Background: an optimization exercise with open tools, aiming at small area, a short achievable clock period and few clock cycles per item. Do not read the settings as production practice.
At most, simulation tests tie the RTL to the original design; equivalence was not proved.
Function not checked in run 1: the RTL went through the layout flow alone.
Power and IR drop assume default switching activity.

==> design.v <==
`timescale 1ns/1ps
`default_nettype none
module env_step_top (
    input  wire         i_clk,
    input  wire         i_rstn,
    input  wire  [31:0] i_mem_rdata,
    output logic [5:0]  o_mem_addr,
    output logic [31:0] o_mem_wdata,
    output logic        o_mem_we
);
    localparam logic [5:0] ACT_ADDR  = 6'd16;
    localparam logic [5:0] FLAG_ADDR = 6'd17;
    localparam logic [5:0] OBS_ADDR  = 6'd18;
    localparam logic [5:0] RWD_ADDR  = 6'd34;
    localparam logic [5:0] DONE_ADDR = 6'd35;
    localparam logic [2:0] S_POLLF = 3'd0;  
    localparam logic [2:0] S_POLLA = 3'd1;  
    localparam logic [2:0] S_FIRST = 3'd2;  
    localparam logic [2:0] S_LOAD  = 3'd3;  
    localparam logic [2:0] S_WRITE = 3'd4;  
    localparam logic [2:0] S_RWD   = 3'd5;
    localparam logic [2:0] S_DONE  = 3'd6;
    localparam logic [2:0] S_CLEAR = 3'd7;
    logic [31:0] ring [16];
    logic [15:0] pv;       
    logic [31:0] w;        
    logic [15:0] ad;       
    logic [3:0]  ph;
    logic [2:0]  st;
    logic [3:0]  cnt;
    logic        loaded;   
    logic        ins;      
    logic [5:0]  addr_q;
    logic        we_q;
    assign o_mem_addr  = addr_q;
    assign o_mem_wdata = w;
    assign o_mem_we    = we_q;
    logic               act;
    logic [15:0]        vel_n;
    logic [15:0]        pos_n;
    logic signed [15:0] wpos;
    logic               wdone;
    logic [15:0]        ad_n;
    logic [31:0]        rwd_word;
    logic [15:0] oh_q;     
    logic [15:0] oh_nxt;   
    logic        act_q;    
    logic        first_q;  
    logic        w_step_q;
    logic [15:0] vel_p, vel_m, pos_p, pos_m;
    always_comb begin
        for (int i = 0; i < 16; i++) oh_nxt[i] = (ph == 4'((i + 15) % 16));
    end
    assign act = first_q ? |(oh_q & i_mem_rdata[15:0]) : act_q;
    function automatic logic [15:0] inc16(input logic [15:0] x);
        logic c;
        c = 1'b1;
        for (int i = 0; i < 16; i++) begin
            inc16[i] = x[i] ^ c;
            c        = c & x[i];
        end
    endfunction
    function automatic logic [15:0] dec16(input logic [15:0] x);
        logic c;
        c = 1'b1;
        for (int i = 0; i < 16; i++) begin
            dec16[i] = x[i] ^ c;
            c        = c & ~x[i];
        end
    endfunction
    assign vel_p = inc16(ring[0][15:0]);
    assign vel_m = dec16(ring[0][15:0]);
    assign pos_p = inc16(pv);
    assign pos_m = dec16(pv);
    assign vel_n = act ? vel_p : vel_m;
    assign pos_n = act ? pos_p : pos_m;
    assign wpos  = w[31:16];
    assign wdone = (wpos > 16'sd1000) || (wpos < -16'sd1000);
    always_comb begin
        ad_n = ad;
        for (int i = 0; i < 16; i++) begin
            if (st == S_WRITE && oh_q[(i + 1) % 16]) ad_n[i] = wdone;  
        end
    end
    always_comb begin
        rwd_word = '0;
        for (int i = 0; i < 16; i++) rwd_word[2*i] = ~ad_n[i];
    end
    logic        load_ad;
    logic [31:0] w_other;
    assign load_ad = (st == S_FIRST) || (st == S_LOAD && cnt == 4'd0);
    always_comb begin
        if (st == S_WRITE)    w_other = rwd_word;
        else if (st == S_RWD) w_other = {16'd0, ad};
        else                  w_other = '0;
    end
    always_ff @(posedge i_clk) begin
        for (int j = 0; j < 16; j++) ring[j] <= ring[(j + 1) % 16];
        if (ins) ring[1] <= i_mem_rdata;
        if (st == S_WRITE) ring[14] <= w;
        pv <= ring[1][31:16] + ring[1][15:0];
        if (load_ad) ad <= i_mem_rdata[15:0];
        else         ad <= ad_n;
        oh_q  <= oh_nxt;
        act_q <= |(oh_nxt & (load_ad ? i_mem_rdata[15:0] : ad));
        if (w_step_q) w <= {pos_n, vel_n};
        else        w <= w_other;
    end
    always_ff @(posedge i_clk or negedge i_rstn) begin
        if (!i_rstn) begin
            st     <= S_POLLF;
            ph     <= '0;
            cnt    <= '0;
            loaded <= 1'b0;
            ins    <= 1'b0;
            first_q  <= 1'b0;
            w_step_q <= 1'b1;
            addr_q <= FLAG_ADDR;
            we_q   <= 1'b0;
        end else begin
            ph  <= ph + 4'd1;
            ins <= (st == S_LOAD);
            first_q  <= (st == S_POLLA) && (i_mem_rdata != '0) && !(i_mem_rdata == 32'd2 || !loaded);
            w_step_q <= !((st == S_WRITE && cnt >= 4'd14) || st == S_RWD);
            case (st)
                S_POLLF: begin
                    st     <= S_POLLA;
                    addr_q <= ACT_ADDR;
                end
                S_POLLA: begin
                    if (i_mem_rdata != '0) begin
                        if (i_mem_rdata == 32'd2 || !loaded) begin
                            st     <= S_LOAD;
                            cnt    <= '0;
                            addr_q <= {2'b00, ph + 4'd4};
                        end else begin
                            st <= S_FIRST;
                        end
                    end else begin
                        st     <= S_POLLF;
                        addr_q <= FLAG_ADDR;
                    end
                end
                S_FIRST: begin
                    st     <= S_WRITE;
                    cnt    <= '0;
                    addr_q <= OBS_ADDR + {2'b00, ph};
                    we_q   <= 1'b1;
                end
                S_LOAD: begin
                    cnt    <= cnt + 4'd1;
                    addr_q <= {2'b00, ph + 4'd4};
                    if (cnt == 4'd15) begin
                        st     <= S_WRITE;
                        loaded <= 1'b1;
                        addr_q <= OBS_ADDR + {2'b00, ph};
                        we_q   <= 1'b1;
                    end
                end
                S_WRITE: begin
                    cnt    <= cnt + 4'd1;
                    addr_q <= OBS_ADDR + {2'b00, ph};
                    if (cnt == 4'd15) begin
                        st     <= S_RWD;
                        addr_q <= RWD_ADDR;
                    end
                end
                S_RWD: begin
                    st     <= S_DONE;
                    addr_q <= DONE_ADDR;
                end
                S_DONE: begin
                    st     <= S_CLEAR;
                    addr_q <= FLAG_ADDR;
                end
                default: begin  
                    st     <= S_POLLF;
                    addr_q <= FLAG_ADDR;
                    we_q   <= 1'b0;
                end
            endcase
        end
    end
endmodule
`default_nettype wire
==> run.sh <==
#!/bin/bash
# synth_recipe.tcl (not shown) runs the flow's synth.tcl, then flattens the netlist and writes it again
# the make line also repeats each setting of config.mk as NAME=value (left out here)
make -C /OpenROAD-flow-scripts/flow DESIGN_CONFIG=/design/flow/config.mk WORK_HOME=/design/flow/orfs CLKGATE_MAP_FILE= SYNTH_SCRIPT=/design/flow/synth_recipe.tcl finish
==> config.mk <==
export PLATFORM = sky130hd
export DESIGN_NAME = env_step_top
export DESIGN_NICKNAME = env_step_top
export VERILOG_FILES = /design/flow/design.v
export SDC_FILE = /design/flow/constraint.sdc
export NUM_CORES = 4
export LEC_CHECK = 0
export ABC_CLOCK_PERIOD_IN_PS = 1700
export CAP_MARGIN = 20
export CORE_MARGIN = 2
export CORE_UTILIZATION = 40
export SETUP_SLACK_MARGIN = 2.8
export SLEW_MARGIN = 20
==> constraint.sdc <==
create_clock -name core_clock -period 4.5 [get_ports {i_clk}]
set_input_delay 0.9000 -clock core_clock [delete_from_list [all_inputs] [get_ports {i_clk}]]
set_output_delay 0.9000 -clock core_clock [all_outputs]
set_load 0.01 [all_outputs]
==> metrics.md, run 1 <==
| Metric | Value |
|---|---|
| Status | `timing/DRC/antenna clean` |
| Initial antenna violation count | `2` |
| Initial Util | `40.53%` |
| Netlist Area Pre-Place | `17000 um^2` |
| CP Cell Sequence | `or4_4 > or4_4 > or4_4 > o211ai_2 > mux2i_1 > or3_1` |
| Die area | `44170 um^2` |
| Met1 wire length | `between 15000 and 20000 um` |
| Buffers added on ports | `72` |
| Final Critical Period | `2.476 ns` |
| Design Area, Final | `between 20000 and 25000 um^2` |
| DRT Pass-1 Iters | `6` |
| Syn_nets | `around 1400` |
| Crit-path max cell delay | `0.54 ns` |
| Total power | `14.15 mW` |
| Num CTS Buffers | `55` |
| Post-route ant nets | `0` |
| Top cells by area, synth | `dfxtp_1, nand2_1, dfrtp_1` |
| Grt ovf | `0` |
| Crit path max-delay family | `simple AND/OR/NAND/NOR gates` |
| DP Wirelength | `23020 um` |
| Setup WS pre-CTS | `0.9049 ns` |
| Share of cells above drive strength 1 | `30.74%` |
| FF+latch count, synth | `615` |
| WP buf/inv | `0` |
| Die width | `between 200 and 250 um` |
| Clk buf depth | `3` |
| WP data arrival | `2.94 ns` |
| CTS tree | `done` |
| Routability Congestion | `about 0.88` |
| Die Ht | `210.2 um` |
| Worst hold path type | `input port to asynchronous set/reset pin` |
| Fillers | `roughly 3500` |
| Worst Skew | `0.01312 ns` |
| Top_reg_cell synth | `dfxtp_1` |
| RSZ-0062 raised after global routing | `yes` |
| GR Util All Layers | `17.08%` |
| Placed cell areas | `18460 um^2` |
| Metal2 WL | `17290 um` |
| Commonest cells after routing, fill and taps aside | `dfxtp_1, nand2_1, buf_6, buf_4, clkbuf_16` |
| Largest net degree at the start of global routing | `34` |
| Routed wl met3 | `2330 um` |
| DR WL/cell | `about 18 um` |
| Worst-path clk slew | `approximately 0.07 ns` |
| Setup TNS | `0 ns` |
| DR top layer | `met5` |
| CTS root buf | `clkbuf_16` |
| Ys Warns | `2` |
| Top cell type's share of synthesized area | `69.82%` |
| Max H-tree Level | `2` |
| Worst setup SP type | `flop` |
| Post-route worst setup slack | `2.024 ns` |
| Via/cell ratio | `around 4.8` |
| CTS Sinks | `615` |
| First-pass GRT wire length | `around 58000 um` |
| Fin crit share | `55.01%` |
| Max VDD drop | `0.4232 mV` |
| Fin nets | `1611` |
| Min Hold Slack | `0.2806 ns` |
| Critical path data required time | `4.96 ns` |
| Mean Syn Cell Area | `12.59 um^2` |
| Rel. slew slack | `61.02%` |
| Fmax achieved | `a little over 400 MHz` |
| Max-slew violation count | `0` |
| Drt drc | `0` |
| Post-Syn Instances | `1350` |
| Leak | `9.316 nW` |
| Setup violations, final | `0` |
| Critical path's most frequent cell | `or4_4` |
| Slowest cell on crit path | `or4_4` |
| Most common cell after layout, fill and taps aside | `dfxtp_1` |
| Synthesis-to-layout area growth | `31.11%` |
| Synth async-reset ratio | `3.577%` |
| I/O pins | `73` |
| Synth cell types | `65` |
| Register area share after synthesis | `73.08%` |
| Drt initial violations | `639` |
| PD cells | `634.7 nW/um^2` |
| Clock latency on the worst-skew pair | `0.59 ns` |
| DR vias | `around 10000` |
| Worst-path maximum fanout | `2` |
| Slew at the pin with the worst max-slew slack | `0.5803 ns` |
| Routed wire length | `37860 um` |
| CP endpoint kind | `flop` |
| Row count | `75` |
| Final Hold Fails | `0` |
| Std-Cell Core Area | `41950 um^2` |
| Count of flip-flops with a built-in enable after synthesis | `0` |
| Vias in the first global route | `10470` |
| # Max-Cap Violations | `0` |
| Setup Crit Path Kind | `flop to flop` |
| Yosys top cell by area | `dfxtp_1` |
| Antenna fix cells | `0` |
-- routing by layer --
| metal | up-vias | track usage [%] |
|---|---|---|
| met5 | - | 0 |
| met4 | 4 | 6.554 |
| met3 | 77 | 3.933 |
| met2 | 258 | 27.60 |
| met1 | 5001 | 22.32 |
| li1 | 4987 | - |
-- layout make-up --
cell class                 count  area, um^2  share of cell area, %
sequential                   615       12550                  56.30
inverter                      27       111.4                 0.4995
timing repair inverter         1       7.507                0.03368
tap                          539       674.4                  3.025
clock buffer                  66        1541                  6.915
multi-input combinational    676        5265                  23.62
clock inverter                35       516.7                  2.318
timing repair buffer         171        1625                  7.291
-- cell families (layout without fill, tap and decap cells) --
kind of cell	Yosys count	count (layout)	share of synthesized area, %
simple gates	347	348	9.581
mux	79	79	4.930
buf+inv	64	300	1.420
xor+xnor	39	39	2.009
compound gates	176	180	6.726
flops	615	615	73.08
fa+ha+maj	30	30	2.252
-- what timing repair did --
| item | in CTS | in global routing |
|---|---|---|
| hold buffers | 0 | 0 |
| hold endpoints to repair | 0 | 0 |
| endpoints found under the setup margin | 143 | 117 |
| buffers inserted | 70 | 20 |
| gates resized for setup | 525 | 104 |
| pin swaps | 52 | 61 |
| cloned | 7 | 0 |
-- synth_stat cells, types with 8 or more instances --
cell / instances
dfxtp_1: 593
nand2_1: 184
o21ai_0: 51
mux2i_1: 41
mux2_2: 38
nor2_1: 33
a21oi_1: 30
clkbuf_1: 29
ha_1: 29
xnor2_1: 26
inv_1: 25
nor3_1: 23
and2_1: 21
nor4_1: 20
dfrtp_1: 19
a21boi_0: 15
xor2_1: 13
a22oi_1: 12
a31oi_1: 11
nand3_1: 10
and3_1: 9
nand4_1: 8
o22ai_1: 8
-- path summary, 6_finish.rpt --
check / end / slack (ns) / start / cells after the start
worst max-delay path: w[30] / 2.02 / pv[3] / 6
max in group asynchronous: st[1] / 3.83 / i_rstn / 1
worst min register to register: ring[11][2] / 0.32 / ring[12][2] / 0
worst min-delay path: addr_q[5] / 0.28 / i_rstn / 1
worst max register to register: w[30] / 2.02 / pv[3] / 6
min in group core_clock: ring[11][2] / 0.32 / ring[12][2] / 0
-- through the flow --
stage / cells / utilization [%]
6_report: 2130 / 53.15
3_5_place_dp: 1932 / 44.00
4_1_cts: 2110 / 51.99
3_3_place_gp: 1932 / 44.00
2_1_floorplan: 1350 / -
5_1_grt: 2130 / 53.15
-- report_power, final --
part	internal (mW)	total, mW	switching, mW
sequential	6.25	6.70	0.446
combinational	1.08	2.29	1.21
clock	3.15	5.16	2.01
total	10.5	14.2	3.67
-- worst register-to-register path, stage by stage (launching register included) --
cell	delay [ns]
dfxtp_2	0.32
or4_4	0.54
or4_4	0.43
or4_4	0.45
o211ai_2	0.15
mux2i_1	0.09
or3_1	0.36
-- flip-flops by register name (all words and copies together), names as in the netlist --
register and flops:
act_q 1, ad 16, addr_q 6, cnt 4, first_q 1, ins 1
loaded 1, oh_q 16, ph 4, pv 16, ring 512, st 3
w 32, w_step_q 1, we_q 1
==> run 2: changes to the inputs <==
--- a/design.v
+++ b/design.v
@@ -53,20 +53,10 @@
     end
     assign act = first_q ? |(oh_q & i_mem_rdata[15:0]) : act_q;
     function automatic logic [15:0] inc16(input logic [15:0] x);
-        logic c;
-        c = 1'b1;
-        for (int i = 0; i < 16; i++) begin
-            inc16[i] = x[i] ^ c;
-            c        = c & x[i];
-        end
+        for (int i = 0; i < 16; i++) inc16[i] = x[i] ^ (&(x | ~((16'd1 << i) - 16'd1)));
     endfunction
     function automatic logic [15:0] dec16(input logic [15:0] x);
-        logic c;
-        c = 1'b1;
-        for (int i = 0; i < 16; i++) begin
-            dec16[i] = x[i] ^ c;
-            c        = c & ~x[i];
-        end
+        for (int i = 0; i < 16; i++) dec16[i] = x[i] ^ (&(~x | ~((16'd1 << i) - 16'd1)));
     endfunction
     assign vel_p = inc16(ring[0][15:0]);
     assign vel_m = dec16(ring[0][15:0]);
--- a/config.mk
+++ b/config.mk
@@ -5,9 +5,9 @@
 export SDC_FILE = /design/flow/constraint.sdc
 export NUM_CORES = 4
 export LEC_CHECK = 0
-export ABC_CLOCK_PERIOD_IN_PS = 1700
+export ABC_CLOCK_PERIOD_IN_PS = 2000
 export CAP_MARGIN = 20
 export CORE_MARGIN = 2
 export CORE_UTILIZATION = 40
-export SETUP_SLACK_MARGIN = 2.8
+export SETUP_SLACK_MARGIN = 2.5
 export SLEW_MARGIN = 20
==> run 2 against run 1 <==
Against the previous run: still clean; combinational power fell by 78%; core utilization down 0.21 points; cell area shrank 0.18%; sequential power about the same; critical path depth is 3 higher; power is 13% lower; worst hold slack worse by 0.017 ns; critical path type is now input port to flop; critical endpoint is now w[3].
==> metrics.md, run 2 <==
| Metric | Value |
|---|---|
| Share of cells above drive strength 1 | `32.70% (was 30.74%)` |
| I/O pins | `73 (unchanged)` |
| Syn_nets | `1413 (was 1414)` |
| Die area | `44420 um^2 (was 44170 um^2)` |
| Largest net degree at the start of global routing | `33 (was 34)` |
| # Max-Cap Violations | `0 (unchanged)` |
| Setup violations, final | `0 (unchanged)` |
| Slew at the pin with the worst max-slew slack | `0.7932 ns (was 0.5803 ns)` |
| DRT Pass-1 Iters | `4 (was 6)` |
| Die width | `210.8 um (was 210.2 um)` |
| PD cells | `551.6 nW/um^2 (was 634.7 nW/um^2)` |
| WP data arrival | `2.76 ns (was 2.94 ns)` |
| Yosys top cell by area | `dfxtp_1 (unchanged)` |
| Critical path data required time | `5.02 ns (was 4.96 ns)` |
| Fin nets | `1598 (was 1611)` |
| Count of flip-flops with a built-in enable after synthesis | `8 (was 0)` |
| Std-Cell Core Area | `42040 um^2 (was 41950 um^2)` |
| Fin crit share | `49.74% (was 55.01%)` |
| Total power | `12.28 mW (was 14.15 mW)` |
| Final Critical Period | `2.238 ns (was 2.476 ns)` |
| RSZ-0062 raised after global routing | `yes (unchanged)` |
| Netlist Area Pre-Place | `17100 um^2 (was 17000 um^2)` |
| Num CTS Buffers | `57 (was 55)` |
| Commonest cells after routing, fill and taps aside | `dfxtp_1, nand2_1, buf_6, buf_4, clkbuf_16 (unchanged)` |
| Synth cell count leaders | `dfxtp_1, nand2_1, o21ai_0 (unchanged)` |
| Rel. slew slack | `47.12% (was 61.02%)` |
| Regs by FF count | `ring: 512 flops, w: 32 flops (unchanged)` |
| Routed wire length | `40110 um (was 37860 um)` |
| Ys Warns | `2 (unchanged)` |
| CTS tree | `done (unchanged)` |
| Status | `timing/DRC/antenna clean (unchanged)` |
| Min Hold Slack | `0.2637 ns (was 0.2806 ns)` |
| DR vias | `10380 (was 10330)` |
| Hold_buf cts | `0 (unchanged)` |
| Reg with most FFs | `ring (unchanged)` |
| Drt drc | `0 (unchanged)` |
| Max-slew violation count | `0 (unchanged)` |
| Post-route ant nets | `0 (unchanged)` |
| Mean Syn Cell Area | `12.68 um^2 (was 12.59 um^2)` |
| Worst-path maximum fanout | `6 (was 2)` |
| Initial antenna violation count | `1 (was 2)` |
| Max VDD drop | `0.3247 mV (was 0.4232 mV)` |
| Die Ht | `210.8 um (was 210.2 um)` |
| Worst setup SP type | `input port (was flop)` |
| CTS root buf | `clkbuf_16 (unchanged)` |
| Fillers | `3585 (was 3504)` |
| Setup TNS | `0 ns (unchanged)` |
| Max reg flops | `512 (unchanged)` |
| Leak | `9.178 nW (was 9.316 nW)` |
| Grt ovf | `0 (unchanged)` |
| Synthesis-to-layout area growth | `30.14% (was 31.11%)` |
| Register area share after synthesis | `73.14% (was 73.08%)` |
| Antenna fix cells | `0 (unchanged)` |
| Worst hold path type | `input port to asynchronous set/reset pin (unchanged)` |
| Worst Skew | `0.02190 ns (was 0.01312 ns)` |
| Final Hold Fails | `0 (unchanged)` |
| Initial Util | `40.67% (was 40.53%)` |
| CTS Sinks | `615 (unchanged)` |
| Synth async-reset ratio | `3.577% (unchanged)` |
| Clk buf depth | `3 (unchanged)` |
| Fmax achieved | `446.7 MHz (was 403.9 MHz)` |
| Synth cell types | `72 (was 65)` |
| Max H-tree Level | `2 (unchanged)` |
| Via/cell ratio | `4.895 (was 4.848)` |
| FF+latch count, synth | `615 (unchanged)` |
| Post-Syn Instances | `1349 (was 1350)` |
| Most common cell after layout, fill and taps aside | `dfxtp_1 (unchanged)` |
| Clock latency on the worst-skew pair | `0.61 ns (was 0.59 ns)` |
| Worst-path clk slew | `0.06 ns (was 0.07 ns)` |
| Vias in the first global route | `10220 (was 10470)` |
| Buffers added on ports | `72 (unchanged)` |
| Top cell type's share of synthesized area | `68.49% (was 69.82%)` |
| Top_reg_cell synth | `dfxtp_1 (unchanged)` |
| Top cells by area, synth | `dfxtp_1, nand2_1, mux2_2 (was dfxtp_1, nand2_1, dfrtp_1)` |
| DP Wirelength | `24950 um (was 23020 um)` |
| Row count | `75 (unchanged)` |
| Drt initial violations | `528 (was 639)` |
| GR Util All Layers | `17.86% (was 17.08%)` |
| Routability Congestion | `0.8925 (was 0.8776)` |
| Most frequent cell after synthesis | `dfxtp_1 (unchanged)` |
| CP endpoint kind | `flop (unchanged)` |
| DR WL/cell | `18.92 um (was 17.77 um)` |
| Setup Crit Path Kind | `input port to flop (was flop to flop)` |
| First-pass GRT wire length | `59580 um (was 57530 um)` |
[run 2: kinds of logic (layout without fill, tap and decap cells)]
logic type | after synthesis | count (layout) | synth area share (%)
buf+inv | 62 | 292 | 1.376
fa+ha+maj | 30 | 30 | 2.239
xor+xnor | 42 | 42 | 2.151
mux | 60 | 60 | 3.878
flops | 615 | 615 | 73.14
simple gates | 333 | 333 | 8.854
compound gates | 207 | 209 | 8.364
[run 2: per-stage QoR]
stage | instances | area (um^2) | utilization, % | setup WS, ns
after detailed placement | 1927 | 18600 | 44.25 | 0.8289
after CTS | 2090 | 21600 | 51.38 | 2.291
after global routing | 2120 | 22250 | 52.93 | 2.183
final | 2120 | 22250 | 52.93 | 2.262
after global placement | 1927 | 18600 | 44.25 | 0.8287
after floorplan | 1349 | 17310 | - | 1.872
[run 2: cell type report]
cell class              count  area [um^2]  area share, %
clock buffers              79         1684          7.568
clock inverters            27        346.6          1.557
inverters                  20        76.32         0.3430
multi-input cells         674         5201          23.37
flip-flops and latches    615        12640          56.80
well taps                 539        674.4          3.031
repair buffers            166         1630          7.326
[run 2: final timing paths]
check	startpoint	to	slack, ns	cells after the start
hold reg to reg	ring[12][30]	ring[11][30]	0.32	0
hold / removal	i_rstn	addr_q[3]	0.26	1
setup reg to reg	cnt[1]	act_q	2.29	11
min in group core_clock	ring[12][30]	ring[11][30]	0.32	0
setup / recovery	i_mem_rdata[3]	w[3]	2.26	9
max in group asynchronous	i_rstn	first_q	3.84	1
[run 2: power breakdown]
| part | internal [mW] | switching, mW |
|---|---|---|
| clock network | 3.03 | 2.03 |
| registers | 6.44 | 0.259 |
| logic | 0.267 | 0.243 |
[run 2: what timing repair did]
action	CTS	global route
setup buffers	53	30
resized for setup	488	136
hold endpoints to repair	0	0
setup endpoints to repair	139	111
pin swaps	67	71
cloned	4	0
[run 2: critical path: stages]
cell and delay [ns]:
buf_6 0.11, a22oi_2 0.20, nand2_2 0.09, or4_4 0.63
buf_4 0.18, o21ai_4 0.16, mux2i_1 0.11, xor2_1 0.17
o21ai_2 0.18
[run 2: routing by layer]
layer	track usage (%)	share of wire (%)	vias to the layer above
met1	23.29	45	5045
li1	-	-	4973
met5	0	0	-
met3	4.222	5.3	86
met2	28.25	46	274
met4	8.111	3.9	0
Testbench counts of run 2, summed over its fixed seeds: cycles 38,095, steps 1,600.
==> run 3: changes to the inputs <==
--- a/config.mk
+++ b/config.mk
@@ -9,5 +9,7 @@
 export CAP_MARGIN = 20
 export CORE_MARGIN = 2
 export CORE_UTILIZATION = 40
+export CTS_CLUSTER_DIAMETER = 80
+export CTS_CLUSTER_SIZE = 30
 export SETUP_SLACK_MARGIN = 2.5
 export SLEW_MARGIN = 20
==> run 3 against run 2 <==
Against the previous run: sequential share of layout area is 3.4 points higher; maximum frequency increased by 0.77%; worst hold slack better by 0.0075 ns; combinational power rose by 4%; clock power fell by 41%; non-clock buffer count shrank 7; critical endpoint is now w[30]; register-to-register slack barely moved; wire length fell by 3.9%; critical path depth up 1.
==> metrics.md, run 3 <==
| Metric | Value |
|---|---|
| Fillers | `3692 (was 3585)` |
| DR vias | `10020 (was 10380)` |
| Inst Count DP | `1927 (unchanged)` |
| Final Critical Period | `2.221 ns (was 2.238 ns)` |
| Initial antenna violation count | `1 (unchanged)` |
| Ys Warns | `2 (unchanged)` |
| First-pass GRT wire length | `57820 um (was 59580 um)` |
| Post-route ant nets | `0 (unchanged)` |
| Status | `timing/DRC/antenna clean (unchanged)` |
| Post-synthesis xor/xnor area fraction | `2.151% (unchanged)` |
| GR Util All Layers | `17.16% (was 17.86%)` |
| Synth Area in Compound Gates | `8.364% (unchanged)` |
| Slew at the pin with the worst max-slew slack | `0.7517 ns (was 0.7932 ns)` |
| Routed wire length | `38530 um (was 40110 um)` |
| Clock latency on the worst-skew pair | `0.61 ns (about the same)` |
| Post-Syn Instances | `1349 (unchanged)` |
| Grt ovf | `0 (unchanged)` |
| Register area share after synthesis | `73.14% (unchanged)` |
| Buffers added on ports | `72 (unchanged)` |
| Max VDD drop | `0.3837 mV (was 0.3247 mV)` |
| Count of flip-flops with a built-in enable after synthesis | `8 (unchanged)` |
| Mean Syn Cell Area | `12.68 um^2 (unchanged)` |
| Leak | `8.542 nW (was 9.178 nW)` |
| Netlist Area Pre-Place | `17100 um^2 (unchanged)` |
| Antenna fix cells | `0 (unchanged)` |
| CTS root buf | `clkbuf_16 (unchanged)` |
| FF+latch count, synth | `615 (unchanged)` |
| Setup TNS | `0 ns (unchanged)` |
| Max reg flops | `512 (unchanged)` |
| Synth async-reset ratio | `3.577% (unchanged)` |
| Fin util | `49.98% (was 52.93%)` |
| Top cells by area, synth | `dfxtp_1, nand2_1, mux2_2 (unchanged)` |
| I/O pins | `73 (unchanged)` |
| Std-Cell Core Area | `42040 um^2 (unchanged)` |
| Top_reg_cell synth | `dfxtp_1 (unchanged)` |
| Routability Congestion | `0.8925 (unchanged)` |
| Main combinational cell family by area after synthesis | `simple AND/OR/NAND/NOR gates (unchanged)` |
| RSZ-0062 raised after global routing | `yes (unchanged)` |
| Yosys top cell by area | `dfxtp_1 (unchanged)` |
| Regs by FF count | `ring: 512 flops, w: 32 flops (unchanged)` |
| Initial Util | `40.67% (unchanged)` |
| Rel. slew slack | `49.89% (was 47.12%)` |
| Mux cell area share after synthesis | `3.878% (unchanged)` |
| Max-slew violation count | `0 (unchanged)` |
| Worst hold path type | `input port to asynchronous set/reset pin (unchanged)` |
| Max H-tree Level | `1 (was 2)` |
| Synth cell types | `72 (unchanged)` |
| Vias in the first global route | `9889 (was 10220)` |
| WP data arrival | `2.71 ns (was 2.76 ns)` |
| Die width | `210.8 um (unchanged)` |
| Setup violations, final | `0 (unchanged)` |
| Total power | `10.18 mW (was 12.28 mW)` |
| Most common cell after layout, fill and taps aside | `dfxtp_1 (unchanged)` |
| Row count | `75 (unchanged)` |
| Adder-Cell Fraction of Synth Area | `2.239% (unchanged)` |
| Fin nets | `1562 (was 1598)` |
| Min Hold Slack | `0.2712 ns (was 0.2637 ns)` |
| Top cell type's share of synthesized area | `68.49% (unchanged)` |
| Synth cell count leaders | `dfxtp_1, nand2_1, o21ai_0 (unchanged)` |
| Drt initial violations | `613 (was 528)` |
| Via/cell ratio | `4.889 (was 4.895)` |
| Worst-path maximum fanout | `5 (was 6)` |
| Synth Area in Simple Gates | `8.854% (unchanged)` |
| Hold_buf cts | `0 (unchanged)` |
| Worst Skew | `0.03308 ns (was 0.02190 ns)` |
| Share of cells above drive strength 1 | `28.99% (was 32.70%)` |
| Fin crit share | `49.36% (was 49.74%)` |
| Commonest cells after routing, fill and taps aside | `dfxtp_1, nand2_1, buf_6, buf_4, mux2_2 (was dfxtp_1, nand2_1, buf_6, buf_4, clkbuf_16)` |
| DP Wirelength | `24950 um (unchanged)` |
| DR WL/cell | `18.80 um (was 18.92 um)` |
| Setup Crit Path Kind | `input port to flop (unchanged)` |
| Reg with most FFs | `ring (unchanged)` |
| Num CTS Buffers | `28 (was 57)` |
| Die area | `44420 um^2 (unchanged)` |
| Non-Filler Instances | `2050 (was 2120)` |
| CTS tree | `done (unchanged)` |
| Drt drc | `0 (unchanged)` |
| Synthesis-to-layout area growth | `22.87% (was 30.14%)` |
| CTS Sinks | `615 (unchanged)` |
| PD cells | `484.7 nW/um^2 (was 551.6 nW/um^2)` |
| Largest net degree at the start of global routing | `33 (unchanged)` |
| Critical path data required time | `4.99 ns (was 5.02 ns)` |
| Worst-path clk slew | `0.10 ns (was 0.06 ns)` |
| # Max-Cap Violations | `0 (unchanged)` |
| Final Hold Fails | `0 (unchanged)` |
| Die Ht | `210.8 um (unchanged)` |
| Most frequent cell after synthesis | `dfxtp_1 (unchanged)` |
| Clk buf depth | `3 (unchanged)` |
| DRT Pass-1 Iters | `5 (was 4)` |
| Worst setup SP type | `input port (unchanged)` |
| Syn_nets | `1413 (unchanged)` |
| Fmax achieved | `450.2 MHz (was 446.7 MHz)` |
| CP endpoint kind | `flop (unchanged)` |
## run 3: cell counts after synthesis
Identical to the previous run, type by type.
## run 3: cell families (layout without fill, tap and decap cells)
group                      after synthesis  after routing
buffers and inverters                   62            222
adders and majority gates               30             30
DFF                                    615            615
xor gates and xnor gates                42             42
AOI/OAI and AO/OA                      207            209
muxes                                   60             60
and+or+nand+nor                        333            333
## run 3: stage by stage
step,setup WS [ns],area (um^2)
2_1_floorplan,1.872,17310
3_3_place_gp,0.8287,18600
3_5_place_dp,0.8289,18600
4_1_cts,2.321,20480
5_1_grt,2.247,21010
6_report,2.279,21010
## run 3: where the power goes
| part | internal, mW | switching [mW] | leakage, nW |
|---|---|---|---|
| Sequential | 6.43 | 0.253 | 5.22 |
| Clock | 1.25 | 1.73 | 0.434 |
| Combinational | 0.276 | 0.251 | 2.89 |
## run 3: path summary, 6_finish.rpt
kind                            depth (start not counted)  slack [ns]      startpoint    endpoint
worst min register to register                          0        0.32      ring[4][5]  ring[3][5]
max in group asynchronous                               1        3.84          i_rstn     first_q
min in group core_clock                                 0        0.32      ring[4][5]  ring[3][5]
worst max register to register                          9        2.30         oh_q[8]       w[30]
worst max-delay path                                   10        2.28  i_mem_rdata[3]       w[30]
worst min-delay path                                    1        0.27          i_rstn   addr_q[2]
## run 3: timing repair
action                                 4_1_cts  5_1_grt
setup endpoints to repair                  139      105
gates cloned                                 4        0
resized for setup                          491      116
endpoints found under the hold margin        0        0
pin swaps                                   72       72
buffers inserted                            56       20
## run 3: cell type report
| cell class | instances | area [um^2] | share of cell area [%] |
|---|---|---|---|
| clock inverter | 10 | 152.6 | 0.7265 |
| tap | 539 | 674.4 | 3.210 |
| sequential | 615 | 12640 | 60.15 |
| multi-input combinational | 674 | 5145 | 24.49 |
| timing repair buffer | 159 | 1580 | 7.521 |
| clock buffer | 33 | 740.7 | 3.525 |
| inverter | 20 | 78.83 | 0.3752 |
## run 3: metal layers
layer | wire [um] | share of wire [%] | GRT usage, % | vias up
li1 | - | - | - | 4860
met1 | 17420 | 45 | 23.10 | 4829
met2 | 17610 | 46 | 27.69 | 249
met3 | 1955 | 5.1 | 2.929 | 85
met4 | 1542 | 4.0 | 6.629 | 0
met5 | 0 | 0 | 0 | -
## run 3: critical path, stage by stage
cell and delay [ns]:
buf_12 0.11, a22oi_2 0.20, nand2_2 0.09, buf_6 0.13
nor4_4 0.26, buf_4 0.19, a211oi_4 0.07, and4_4 0.18
or3_1 0.31, a32o_1 0.26
==> run 4: changes to the inputs <==
--- a/config.mk
+++ b/config.mk
@@ -8,8 +8,9 @@
 export ABC_CLOCK_PERIOD_IN_PS = 2000
 export CAP_MARGIN = 20
 export CORE_MARGIN = 2
-export CORE_UTILIZATION = 40
+export CORE_UTILIZATION = 65
 export CTS_CLUSTER_DIAMETER = 80
 export CTS_CLUSTER_SIZE = 30
+export PLACE_DENSITY = 0.8
 export SETUP_SLACK_MARGIN = 2.5
 export SLEW_MARGIN = 20
==> run 4 against run 3 <==
Against the previous run: wire length grew 1.6%; worst hold slack gained 0.0029 ns; largest cell class unchanged; register-to-register slack lost 0.12 ns; maximum frequency shrank 5.2%; sequential share of layout area grew 1.0 points; area after synthesis is the same; clock-buffer cell count shrank 1; die area shrank 38%.
==> metrics.md, run 4 <==
| Metric | Value |
|---|---|
| Ys Warns | `2 (unchanged)` |
| Netlist Area Pre-Place | `17100 um^2 (unchanged)` |
| Drt initial violations | `1028 (was 613)` |
| CP Cell Sequence | `buf_12 > a22oi_2 > nand2_2 > or4_4 > buf_12 > o21ai_4 > mux2i_2 > xor2_1 > o21ai_1 (was buf_12 > a22oi_2 > nand2_2 > buf_6 > nor4_4 > buf_4 > a211oi_4 > and4_4 > or3_1 > a32o_1)` |
| Vias in the first global route | `10020 (was 9889)` |
| Critical path data required time | `4.99 ns (about the same)` |
| Setup TNS | `0 ns (unchanged)` |
| Metal2 WL | `17840 um (was 17610 um)` |
| DR WL/cell | `21.09 um (was 18.80 um)` |
| Synthesis-to-layout area growth | `20.72% (was 22.87%)` |
| Multi-input logic area | `5285 um^2 (was 5145 um^2)` |
| Routability Congestion | `0.9396 (was 0.8925)` |
| Grt ovf | `0 (unchanged)` |
| Hold_buf cts | `0 (unchanged)` |
| FF+latch count, synth | `615 (unchanged)` |
| PD cells | `478.3 nW/um^2 (was 484.7 nW/um^2)` |
| Most frequent cell after synthesis | `dfxtp_1 (unchanged)` |
| Max-slew violation count | `0 (unchanged)` |
| Crit-path max cell delay | `0.62 ns (was 0.31 ns)` |
| WP buf/inv | `2 (was 3)` |
| Top cells by area, synth | `dfxtp_1, nand2_1, mux2_2 (unchanged)` |
| Setup Crit Path Kind | `input port to flop (unchanged)` |
| Worst Skew | `0.02884 ns (was 0.03308 ns)` |
| Num CTS Buffers | `24 (was 28)` |
| Via/cell ratio | `5.760 (was 4.889)` |
| Max H-tree Level | `1 (unchanged)` |
| GR Util All Layers | `26.35% (was 17.16%)` |
| Top_reg_cell synth | `dfxtp_1 (unchanged)` |
| Fin crit share | `52.07% (was 49.36%)` |
| # Max-Cap Violations | `0 (unchanged)` |
| Row count | `59 (was 75)` |
| Regs by FF count | `ring: 512 flops, w: 32 flops (unchanged)` |
| Post-Syn Instances | `1349 (unchanged)` |
| Worst-path maximum fanout | `5 (unchanged)` |
| Total power | `9.873 mW (was 10.18 mW)` |
| Die area | `27620 um^2 (was 44420 um^2)` |
| Synth cell types | `72 (unchanged)` |
| Met1 wire length | `16470 um (was 17420 um)` |
| Initial antenna violation count | `1 (unchanged)` |
| Reg with most FFs | `ring (unchanged)` |
| Clock latency on the worst-skew pair | `0.58 ns (was 0.61 ns)` |
| Fin nets | `1577 (was 1562)` |
| Reg2Reg Launch Point | `oh_q[8] (unchanged)` |
| Mean Syn Cell Area | `12.68 um^2 (unchanged)` |
| CTS root buf | `clkbuf_16 (unchanged)` |
| Count of flip-flops with a built-in enable after synthesis | `8 (unchanged)` |
| Commonest cells after routing, fill and taps aside | `dfxtp_1, nand2_1, buf_4, mux2_2, buf_6 (was dfxtp_1, nand2_1, buf_6, buf_4, mux2_2)` |
| DP Wirelength | `23030 um (was 24950 um)` |
| Routed wl met3 | `2905 um (was 1955 um)` |
| Crit path max-delay family | `simple AND/OR/NAND/NOR gates (unchanged)` |
| Critical path's most frequent cell | `buf_12` |
| Yosys top cell by area | `dfxtp_1 (unchanged)` |
| Drt drc | `0 (unchanged)` |
| Die Ht | `166.2 um (was 210.8 um)` |
| Most common cell after layout, fill and taps aside | `dfxtp_1 (unchanged)` |
| Fmax achieved | `426.7 MHz (was 450.2 MHz)` |
| Worst-path clk slew | `0.12 ns (was 0.10 ns)` |
| DR top layer | `met4 (unchanged)` |
| DR vias | `10690 (was 10020)` |
| Leak | `8.469 nW (was 8.542 nW)` |
| R2R cell count | `8 (was 9)` |
| Share of cells above drive strength 1 | `29.80% (was 28.99%)` |
| Final Critical Period | `2.343 ns (was 2.221 ns)` |
| Top cell type's share of synthesized area | `68.49% (unchanged)` |
| Setup violations, final | `0 (unchanged)` |
| Initial Util | `65.99% (was 40.67%)` |
| WP data arrival | `2.84 ns (was 2.71 ns)` |
| DRT Pass-1 Iters | `5 (unchanged)` |
| Largest net degree at the start of global routing | `32 (was 33)` |
| Synth async-reset ratio | `3.577% (unchanged)` |
| Slew at the pin with the worst max-slew slack | `0.7448 ns (was 0.7517 ns)` |
| Register area share after synthesis | `73.14% (unchanged)` |
| Status | `timing/DRC/antenna clean (unchanged)` |
| Die width | `166.2 um (was 210.8 um)` |
| Post-route ant nets | `0 (unchanged)` |
| Slowest cell on crit path | `or4_4 (was or3_1)` |
| Worst setup SP type | `input port (unchanged)` |
| Worst hold path type | `input port to asynchronous set/reset pin (unchanged)` |
| CTS tree | `done (unchanged)` |
| Reg area | `12630 um^2 (was 12640 um^2)` |
| Buffers added on ports | `72 (unchanged)` |
| Fillers | `1418 (was 3692)` |
| Max VDD drop | `0.5256 mV (was 0.3837 mV)` |
| RSZ-0062 raised after global routing | `yes (unchanged)` |
| CTS Sinks | `615 (unchanged)` |
| Max reg flops | `512 (unchanged)` |
| I/O pins | `73 (unchanged)` |
| Final Hold Fails | `0 (unchanged)` |
| First-pass GRT wire length | `56680 um (was 57820 um)` |
| Std-Cell Core Area | `25910 um^2 (was 42040 um^2)` |
| CP endpoint kind | `flop (unchanged)` |
| Syn_nets | `1413 (unchanged)` |
| Clk buf depth | `3 (unchanged)` |
| Synth cell count leaders | `dfxtp_1, nand2_1, o21ai_0 (unchanged)` |
| RR Endpoint | `w[3] (was w[30])` |
| R2R Setup Slk | `2.18 ns (was 2.30 ns)` |
| Routed wire length | `39150 um (was 38530 um)` |
| Rel. slew slack | `50.35% (was 49.89%)` |
==> run 4: cell counts after synthesis <==
Identical to the previous run, type by type.
==> run 4: worst max path at each step <==
stage | from | to | slack, ns | cells after the start
final | i_mem_rdata[13] | w[3] | 2.16 | 9
after global routing | ring[0][2] | w[10] | 2.11 | 7
after CTS | i_mem_rdata[8] | w[9] | 2.27 | 9
after detailed placement | i_mem_rdata[1] | w[30] | 0.88 | 8
after global placement | i_mem_rdata[13] | w[30] | 0.94 | 8
after floorplan | i_mem_rdata[13] | w[30] | 1.87 | 7
==> run 4: timing repair <==
item,CTS,global route
endpoints found under the setup margin,140,89
resized for setup,453,130
pin swaps,75,60
cloned,6,3
buffers inserted,54,38
==> run 4: per-layer routing <==
metal / GRT usage, % / up-vias
met5: 0 / -
met4: 10.74 / 0
met3: 3.885 / 148
met1: 36.54 / 5126
li1: - / 4880
met2: 42.03 / 537
==> run 4: cell families (layout without fill, tap and decap cells) <==
group	Yosys count	count (layout)	synth area share, %
flip-flops	615	615	73.14
AO/OA/AOI/OAI	207	210	8.364
XOR/XNOR	42	42	2.151
buffers and inverters	62	228	1.376
multiplexers	60	60	3.878
AND/OR/NAND/NOR	333	335	8.854
adder cells (fa/ha/maj)	30	30	2.239
other	0	1	0
==> run 4: area by class of cell <==
type | instances | area share (%)
flip-flops and latches | 615 | 61.17
multi-input cells | 677 | 25.60
clock inverters | 1 | 0.07880
clock buffers | 32 | 3.255
well taps | 335 | 2.031
inverters | 20 | 0.3698
diodes | 1 | 0.01212
repair buffers | 175 | 7.480
==> run 4: power breakdown <==
group          leakage [nW]  internal [mW]  total (mW)  switching, mW
combinational          2.92          0.285       0.549          0.264
sequential             5.21           6.44        6.73          0.290
clock                 0.335           1.06        2.60           1.54
total                  8.47           7.78        9.87           2.09
==> run 4: through the flow <==
step	cell area (um^2)	hold WS (ns)	instances	util, %	setup WS (ns)
floorplan	17310	0.3096	1349	-	1.872
global placement	18330	0.3100	1721	70.75	0.9400
detailed placement	18330	0.3121	1721	70.75	0.8768
CTS	19880	0.3232	1814	76.73	2.270
global route	20640	0.3079	1855	79.65	2.114
finish	20640	0.2741	1856	79.66	2.157
==> run 5: changes to the inputs <==
==> config.mk (replaced) <==
export PLATFORM = sky130hd
export DESIGN_NAME = env_step_top
export DESIGN_NICKNAME = env_step_top
export VERILOG_FILES = /design/flow/design.v
export SDC_FILE = /design/flow/constraint.sdc
export NUM_CORES = 4
export LEC_CHECK = 0
export ABC_AREA = 1
export CAP_MARGIN = 20
export CORE_MARGIN = 2
export CORE_UTILIZATION = 40
export CTS_CLUSTER_DIAMETER = 80
export CTS_CLUSTER_SIZE = 30
export SETUP_SLACK_MARGIN = 2.6
export SLEW_MARGIN = 20
==> run 5 against run 4 <==
Against the previous run: combinational power decreased by 69%; clock-buffer cell count decreased by 3; die area increased by 66%; critical endpoint is now o_mem_addr[0]; cell area is 0.16% lower; first-iteration DRC count fell by 15%; critical path type is now flop to primary output.
==> metrics.md, run 5 <==
| Metric | Value |
|---|---|
| Antenna fix cells | `0 (was 1)` |
| Reg2Reg Launch Point | `ph[1] (was oh_q[8])` |
| FF+latch count, synth | `615 (unchanged)` |
| Routability Congestion | `0.8751 (was 0.9396)` |
| Commonest cells after routing, fill and taps aside | `dfxtp_1, nand2_1, nand3_1, inv_1, nor2_1 (was dfxtp_1, nand2_1, buf_4, mux2_2, buf_6)` |
| Crit-path max cell delay | `0.55 ns (was 0.62 ns)` |
| CTS tree | `done (unchanged)` |
| Die Ht | `214.3 um (was 166.2 um)` |
| Fin nets | `1892 (was 1577)` |
| CTS Sinks | `615 (unchanged)` |
| WP data arrival | `1.25 ns (was 2.84 ns)` |
| Post-route ant nets | `0 (unchanged)` |
| R2R cell count | `5 (was 8)` |
| Netlist Area Pre-Place | `17680 um^2 (was 17100 um^2)` |
| Clock latency on the worst-skew pair | `0.60 ns (was 0.58 ns)` |
| Reg with most FFs | `ring (unchanged)` |
| Crit path max-delay family | `flip-flops (was simple AND/OR/NAND/NOR gates)` |
| Leak | `9.380 nW (was 8.469 nW)` |
| RSZ-0062 raised after global routing | `yes (unchanged)` |
| CTS root buf | `clkbuf_16 (unchanged)` |
| Mean Syn Cell Area | `10.29 um^2 (was 12.68 um^2)` |
| Status | `timing/DRC/antenna clean (unchanged)` |
| Routed wire length | `39150 um (about the same)` |
| Final Hold Fails | `0 (unchanged)` |
| Rel. slew slack | `45.86% (was 50.35%)` |
| Count of flip-flops with a built-in enable after synthesis | `8 (unchanged)` |
| Ys Warns | `2 (unchanged)` |
| GR Util All Layers | `16.57% (was 26.35%)` |
| Slew at the pin with the worst max-slew slack | `0.8121 ns (was 0.7448 ns)` |
| Row count | `77 (was 59)` |
| Std-Cell Core Area | `43930 um^2 (was 25910 um^2)` |
| Fin util | `46.91% (was 79.66%)` |
| I/O pins | `73 (unchanged)` |
| Vias in the first global route | `10860 (was 10020)` |
| Die area | `45910 um^2 (was 27620 um^2)` |
| Inst Count DP | `2351 (was 1721)` |
| Worst-path clk slew | `0.10 ns (was 0.12 ns)` |
| WP buf/inv | `1 (was 2)` |
| Synth cell types | `47 (was 72)` |
| Num CTS Buffers | `26 (was 24)` |
| Share of cells above drive strength 1 | `15.02% (was 29.80%)` |
| Drt drc | `0 (unchanged)` |
| # Max-Cap Violations | `0 (unchanged)` |
| Buffers added on ports | `72 (unchanged)` |
| Setup TNS | `0 ns (unchanged)` |
| Worst-path maximum fanout | `2 (was 5)` |
| RR Endpoint | `addr_q[5] (was w[3])` |
| Max-slew violation count | `0 (unchanged)` |
| Grt ovf | `0 (unchanged)` |
| Slowest cell on crit path | `dfstp_2 (was or4_4)` |
| Worst setup SP type | `flop (was input port)` |
| Top cell type's share of synthesized area | `66.22% (was 68.49%)` |
| CP Cell Sequence | `buf_6 (was buf_12 > a22oi_2 > nand2_2 > or4_4 > buf_12 > o21ai_4 > mux2i_2 > xor2_1 > o21ai_1)` |
| Worst hold path type | `input port to asynchronous set/reset pin (unchanged)` |
| Max reg flops | `512 (unchanged)` |
| Clk buf depth | `3 (unchanged)` |
| R2R Setup Slk | `2.68 ns (was 2.18 ns)` |
| Regs by FF count | `ring: 512 flops, w: 32 flops (unchanged)` |
| Synthesis-to-layout area growth | `16.53% (was 20.72%)` |
| DRT Pass-1 Iters | `5 (unchanged)` |
| Syn_nets | `1783 (was 1413)` |
| Yosys top cell by area | `dfxtp_1 (unchanged)` |
| Non-Filler Instances | `2429 (was 1856)` |
| Most common cell after layout, fill and taps aside | `dfxtp_1 (unchanged)` |
| Initial Util | `40.25% (was 65.99%)` |
| Fin crit share | `47.70% (was 52.07%)` |
| Synth cell count leaders | `dfxtp_1, nand2_1, inv_1 (was dfxtp_1, nand2_1, o21ai_0)` |
| Synth async-reset ratio | `3.577% (unchanged)` |
| Post-Syn Instances | `1719 (was 1349)` |
| CP endpoint kind | `primary output (was flop)` |
| Fmax achieved | `465.9 MHz (was 426.7 MHz)` |
| Fillers | `4074 (was 1418)` |
| Top_reg_cell synth | `dfxtp_1 (unchanged)` |
| DP Wirelength | `26020 um (was 23030 um)` |
| Final Critical Period | `2.146 ns (was 2.343 ns)` |
| Max VDD drop | `0.3202 mV (was 0.5256 mV)` |
| DR vias | `11270 (was 10690)` |
| Largest net degree at the start of global routing | `69 (was 32)` |
| Top cells by area, synth | `dfxtp_1, nand2_1, nand3_1 (was dfxtp_1, nand2_1, mux2_2)` |
| Initial antenna violation count | `0 (was 1)` |
| Worst setup path start | `addr_q[0] (was i_mem_rdata[13])` |
| DR WL/cell | `16.12 um (was 21.09 um)` |
| Setup violations, final | `0 (unchanged)` |
| Worst Skew | `0.02761 ns (was 0.02884 ns)` |
| Critical path data required time | `3.60 ns (was 4.99 ns)` |
| Via/cell ratio | `4.639 (was 5.760)` |
| PD cells | `425.8 nW/um^2 (was 478.3 nW/um^2)` |
| Most frequent cell after synthesis | `dfxtp_1 (unchanged)` |
| First-pass GRT wire length | `59670 um (was 56680 um)` |
| Die width | `214.3 um (was 166.2 um)` |
| Setup Crit Path Kind | `flop to primary output (was input port to flop)` |
| Max H-tree Level | `1 (unchanged)` |
| Register area share after synthesis | `70.72% (was 73.14%)` |
| Drt initial violations | `876 (was 1028)` |
## run 5: area by class of cell
| class | count | area [um^2] | area share (%) |
|---|---|---|---|
| sequential | 615 | 12610 | 61.18 |
| multi-input combinational | 933 | 4847 | 23.52 |
| timing repair buffer | 110 | 1070 | 5.191 |
| tap | 592 | 740.7 | 3.594 |
| clock buffer | 29 | 661.9 | 3.212 |
| inverter | 141 | 566.8 | 2.750 |
| clock inverter | 8 | 106.4 | 0.5161 |
| timing repair inverter | 1 | 7.507 | 0.03643 |
## run 5: metrics by stage
stage / cell area [um^2] / power, mW / setup WS (ns) / hold slack [ns]
final: 20610 / 8.775 / 2.354 / 0.2521
after global routing: 20610 / 9.098 / 2.307 / 0.2770
after CTS: 20280 / 8.858 / 2.319 / 0.3175
after detailed placement: 19050 / 6.132 / 1.180 / 0.3121
after global placement: 19050 / 6.127 / 1.267 / 0.3100
after floorplan: 17770 / 6.019 / 2.580 / 0.3096
## run 5: timing repair
item,4_1_cts,5_1_grt
resized for setup,329,67
pin swaps,15,20
hold endpoints to repair,0,0
cloned,4,5
buffers inserted,17,15
hold buffers,0,0
setup endpoints to repair,97,90
## run 5: per-layer routing
metal	vias to the layer above	share of wire [%]	GRT usage (%)
met1	5294	48	23.07
li1	5629	-	-
met4	0	3.3	5.833
met5	-	0	0
met2	266	44	26.79
met3	79	4.4	1.943
## run 5: worst max-delay path by stage
stage                         end  slack, ns  cells past startpoint
floorplan                   w[31]       2.58                     11
global placement             w[2]       1.27                     13
detailed placement           w[7]       1.18                     13
CTS                 o_mem_addr[0]       2.32                      1
global route        o_mem_addr[0]       2.31                      1
finish              o_mem_addr[0]       2.35                      1
## run 5: cell families after synthesis
family / Yosys count / share of synthesized area [%]
flops: 615 / 70.72
mux: 10 / 0.6368
fa+ha+maj: 30 / 2.165
buf+inv: 176 / 4.132
xor+xnor: 17 / 0.8419
compound gates: 136 / 4.153
simple gates: 735 / 17.36
## run 5: power breakdown
group	total [mW]	internal, mW	switching [mW]
clock	2.77	1.11	1.67
combinational	0.169	0.0775	0.0914
sequential	5.83	5.75	0.0843
total	8.78	6.93	1.84

==> re-timing with driven ports <==
No port has a modelled driver above. Below, the same layouts with a new extraction and two added sets of constraints. Step 1, drivers: a clkbuf_16 drives i_clk and a buf_2 each remaining input, both assumed. Step 2 times the ports against the registers' clock, not the clock port: input delays grow and output delays shrink by t, the midpoint of the rising clock arrivals with the driver on. Slacks: ideal ports / drivers / drivers and shift; pairs: ideal ports / drivers.
run	t, ns	setup WS [ns]	worst hold slack (ns)	cell pins on the clock port's net
run 1	0.639	2.024 / 2.024 / 1.552	0.281 / 0.248 / 0.321	1
run 2	0.653	2.262 / 2.267 / 1.615	0.264 / 0.231 / 0.318	1
run 3	0.645	2.279 / 2.272 / 1.628	0.271 / 0.239 / 0.320	1
run 4	0.609	2.157 / 2.156 / 1.547	0.274 / 0.250 / 0.319	1
run 5	0.637	2.354 / 2.299 / 2.039	0.252 / 0.219 / 0.318	1
After both steps every run listed still meets setup and hold. For run 3, which loses most, drivers alone change the setup slack by -0.007 ns; drivers and shift together by -0.651 ns.
